This design comes from an exercise in tuning for small area, a short achievable clock period and few clock cycles on the open sky130 flow, not from production work. Only simulation tests tie the RTL to the original design; equivalence was not proved. Power is estimated from default activity; no workload was simulated.

==> inputs of trial 49 <==
// fir_filter_streaming
module fir_filter_streaming
#(
   parameter int TAPS = 8
)
(
   input  logic                clock,
   input  logic                reset,
   input  logic                req_valid,
   output logic                req_stall,
   input  logic signed [15:0]  req_sample,
   output logic                rsp_valid,
   input  logic                rsp_stall,
   output logic signed [34:0]  rsp_filtered,
   input  logic                csr_write_en,
   input  logic [7:0]          csr_index,
   input  logic signed [15:0]  csr_wdata
);
clock: 8.0 ns
lec_check: 0
abc_area: 1
cap_margin: 20
core_margin: 2
core_utilization: 50
setup_slack_margin: 4.4
slew_margin: 20
synth_hierarchical: 1
synth_minimum_keep_size: 0
run.sh (not shown) runs the stock make flow with config.mk's settings and CLKGATE_MAP_FILE= SYNTH_SCRIPT=/design/flow/synth_recipe.tcl, a recipe that flattens the netlist after the stock synthesis.
==> trial 40 (differences from trial 49) <==
--- a/flow/config.mk
+++ b/flow/config.mk
@@ -9,5 +9,5 @@
 export CAP_MARGIN = 20
 export CORE_MARGIN = 2
-export CORE_UTILIZATION = 50
+export CORE_UTILIZATION = 45
 export SETUP_SLACK_MARGIN = 4.4
 export SLEW_MARGIN = 20
==> summary.txt <==
metric	trial 40	trial 49
Number of well-tap cells placed	1890	1662
Run status	finished clean	finished clean
Capturing element of the worst setup path	p1_q[168]$_DFFE_PN_	p1_q[77]$_DFFE_PN_
P_seq	0.00457 W	0.00458 W
Initial antenna violation count	19	21
Critical path peak fanout	16	10
Number of signal-net inverters in the final layout	333	324
Part of the cycle the worst path needs	46.2%	46.2%
Buffers inserted by post-CTS timing repair	264	311
Fraction of cell area in non-clock buffers	7.12%	7.55%
Amount of wire on met2 after detailed routing	125000 um	127000 um
Worst setup path start	w7_q[23]$_SDFFE_PP0P_	hist5_q[0]$_SDFFE_PP0P_
Buffers, non-clock	524	557
Post-layout minimum cycle time	3.70 ns	3.70 ns
Pint	0.00779 W	0.00766 W
Via count of the first global-routing pass	50100	50900
Reported leakage power	36.4 nW	36.4 nW
Largest net degree at the start of global routing	154	168
Testbench counts of trial 49, summed over its fixed seeds: cycles 16,024.
Testbench counts of trial 40, summed over its fixed seeds: cycles 16,024.

==> branch zinc <==
Another version of the RTL of fir_filter_streaming (not shown whole).
==> flow/config.mk <==
export PLATFORM = sky130hd
export DESIGN_NAME = fir_filter_streaming
export DESIGN_NICKNAME = fir_filter_streaming
export VERILOG_FILES = /design/flow/design.v
export SDC_FILE = /design/flow/constraint.sdc
export NUM_CORES = 4
export LEC_CHECK = 0
export ABC_AREA = 1
export CAP_MARGIN = 20
export CORE_MARGIN = 2
export CORE_UTILIZATION = 55
export SETUP_SLACK_MARGIN = 4.5
export SLEW_MARGIN = 20
export SYNTH_HIERARCHICAL = 1
export SYNTH_MINIMUM_KEEP_SIZE = 0
export BUFFER_PORTS_ARGS = -buffer_cell sky130_fd_sc_hd__buf_4
==> flow/constraint.sdc <==
create_clock -name core_clock -period 8.0 [get_ports {clock}]
set_input_delay 1.6000 -clock core_clock [delete_from_list [all_inputs] [get_ports {clock}]]
set_output_delay 1.6000 -clock core_clock [all_outputs]
set_load 0.01 [all_outputs]
standard.sh (not shown) runs the stock make flow with config.mk's settings and CLKGATE_MAP_FILE= SYNTH_SCRIPT=/design/flow/synth_recipe.tcl, a recipe that flattens the netlist after the stock synthesis.
==> flow/flow/run.sh <==
#!/bin/bash
# The standard layout (the standard.sh, synthesis included, unchanged),
# except that buffer_ports is told to buffer each input and output port with a
# sky130_fd_sc_hd__buf_4 instead of the slow delay buffer it picks by default.
# Every port still gets its own buffer.
set -o pipefail
echo 'export BUFFER_PORTS_ARGS = -buffer_cell sky130_fd_sc_hd__buf_4' >> config.mk
export BUFFER_PORTS_ARGS="-buffer_cell sky130_fd_sc_hd__buf_4"
bash standard.sh > standard.log 2>&1
status=$?
cp config.mk config_used.mk
exit $status
==> inputs of branch onyx, as changes to branch zinc <==
==> flow/run.sh (new file) <==
#!/bin/bash
# synth_recipe.tcl (not shown) runs the flow's synth.tcl, then flattens the netlist and writes it again
# the make line also repeats each setting of config.mk as NAME=value (left out here)
make -C /OpenROAD-flow-scripts/flow DESIGN_CONFIG=/design/flow/config.mk WORK_HOME=/design/flow/orfs CLKGATE_MAP_FILE= SYNTH_SCRIPT=/design/flow/synth_recipe.tcl finish
BUFFER_PORTS_ARGS = not set   (was -buffer_cell sky130_fd_sc_hd__buf_4)
CORE_UTILIZATION = 50   (was 55)
removed: flow/flow/run.sh
removed: flow/standard.sh
==> impl_metrics.json <==
{
  "die_w_um": 349.5,
  "dp_hpwl_um": 226300,
  "final_cell_mix": "xor2_1, fa_1, o22ai_1, edfxtp_1, buf_4",
  "met1Wirelength_um": 105700,
  "rows": 126,
  "wl_met2_um": 119800,
  "fmax_mhz": 279.9,
  "status": "finished clean",
  "r2r_end": "p1_q[266]$_DFFE_PN_",
  "tapCellCount": 1536,
  "routed_wl_um": 303500,
  "path_max_fanout": 5,
  "worstPathCellList": "clkinvlp_4, buf_4, buf_4, o22ai_1, xor2_1, fa_1, fa_2, fa_1, fa_1"
}
[end of results for branch zinc]
==> impl_metrics.json <==
{
  "rows": 132,
  "finalMaxSlewViolations": 0,
  "hp-class": "reg2reg",
  "routed_wl_um": 316500,
  "met1Wirelength_um": 113000,
  "status": "finished clean",
  "tapCellCount": 1742,
  "dp_hpwl_um": 238700,
  "grt_use_met2_pct": 64.69,
  "wl_met2_um": 127100
}
[end of results for branch onyx]
Testbench counts of branch zinc, summed over its fixed seeds: cycles 16,024.
Testbench counts of branch onyx, summed over its fixed seeds: cycles 16,024.

==> inputs of exp/pepper <==
fir_filter_streaming again, from the RTL that the note above started with.
export LEC_CHECK = 0
export ABC_AREA = 1
export CAP_MARGIN = 20
export CORE_MARGIN = 2
export CORE_UTILIZATION = 50
export SETUP_SLACK_MARGIN = 4.5
export SLEW_MARGIN = 20
export SYNTH_HIERARCHICAL = 1
export SYNTH_MINIMUM_KEEP_SIZE = 0
export BUFFER_PORTS_ARGS = -buffer_cell sky130_fd_sc_hd__buf_4
create_clock -name core_clock -period 8.0 [get_ports {clock}]
==> flow/flow/run.sh <==
#!/bin/bash
# The standard layout (the standard.sh, synthesis included, unchanged),
# except that buffer_ports is told to buffer each input and output port with a
# sky130_fd_sc_hd__buf_4 instead of the slow delay buffer it picks by default.
# Every port still gets its own buffer.
set -o pipefail
echo 'export BUFFER_PORTS_ARGS = -buffer_cell sky130_fd_sc_hd__buf_4' >> config.mk
export BUFFER_PORTS_ARGS="-buffer_cell sky130_fd_sc_hd__buf_4"
bash standard.sh > standard.log 2>&1
status=$?
cp config.mk config_used.mk
exit $status
==> exp/harbor: changes against exp/pepper <==
SETUP_SLACK_MARGIN = 4.4   (was 4.5)
==> impl_results.md <==
- GR Util met2: 63.7%
- Status: finished clean
- Reg-to-reg slack, setup: 4390 ps
- # nets final: ~7,000
- Max incr delay on CP: 690 ps
- Fmax: between 200 and 300 MHz
- Worst-skew pair later-pin latency: 750 ps
- CTS Buf Count: 90
- Met3 GRT Util: around 27%
- Final Cell Area: 75,700 µm²
- Commonest non-fill, non-tap cell in the layout: xor2_1
- Slew margin rel.: ~15%
- P_clk: about 4.4 mW
- Routability cong.: 1.10
- Pre-CTS WS: a little over 3000 ps
[end of results for exp/pepper]
==> impl_results.md <==
- Vias in the first global route: 51,200
- Worst-skew pair later-pin latency: 760 ps
- P_clk: roughly 4.4 mW
- Max incr delay on CP: 610 ps
- Well Taps: 1,742
- Die width: 366 µm
- Slew margin rel.: 13.5%
- Final Cell Area: 74,700 µm²
- Reg-to-reg slack, setup: between 4000 and 5000 ps
- Endpoint type of the worst setup path: flip-flop
- Routability cong.: 1.11
- Starting Density: 50.5%
- Status: finished clean
- Crit path from: hist1_q[15]$_SDFFE_PP0P_
- Pre-CTS WS: 3360 ps
- CTS Buf Count: 92
[end of results for exp/harbor]
Testbench counts of exp/pepper, summed over its fixed seeds: cycles 16,024.
Testbench counts of exp/harbor, summed over its fixed seeds: cycles 16,024.

-- port drivers added, routing unchanged --
No port has a modelled driver above. Below, the same layouts with a new extraction and two added sets of constraints.
Step 1 assumes that a clkbuf_16 drives the clock port and a buf_2 every other input.
Step 2 adds t to the input delays and takes it off the output delays; t is the mean of the earliest and latest rising clock arrival at the registers after step 1. Input paths then give back, and output paths get back, about the clock's delay inside the block.
a / b / c = no drivers / after step 1 / after step 2; a / b = the first two.
| run | shift t [ns] | slack for setup (ns) | worst data-port slew with drivers (ns) |
|---|---|---|---|
| trial 49 | 0.820 | 4.304 / 4.304 / 3.624 | 0.08 |
| trial 40 | 0.816 | 4.303 / 4.303 / 3.604 | 0.13 |
| branch zinc | 0.805 | 4.427 / 4.424 / 3.742 | 0.08 |
| branch onyx | 0.820 | 4.233 / 4.233 / 3.725 | 0.09 |
| exp/pepper | 0.802 | 4.390 / 4.390 / 3.645 | 0.09 |
| exp/harbor | 0.816 | 4.324 / 4.324 / 3.647 | 0.08 |
After both steps setup and hold are still met in every run listed. The setup slack of exp/pepper, which loses most, moves by 0.000 ns with the drivers and by -0.745 ns with both steps.
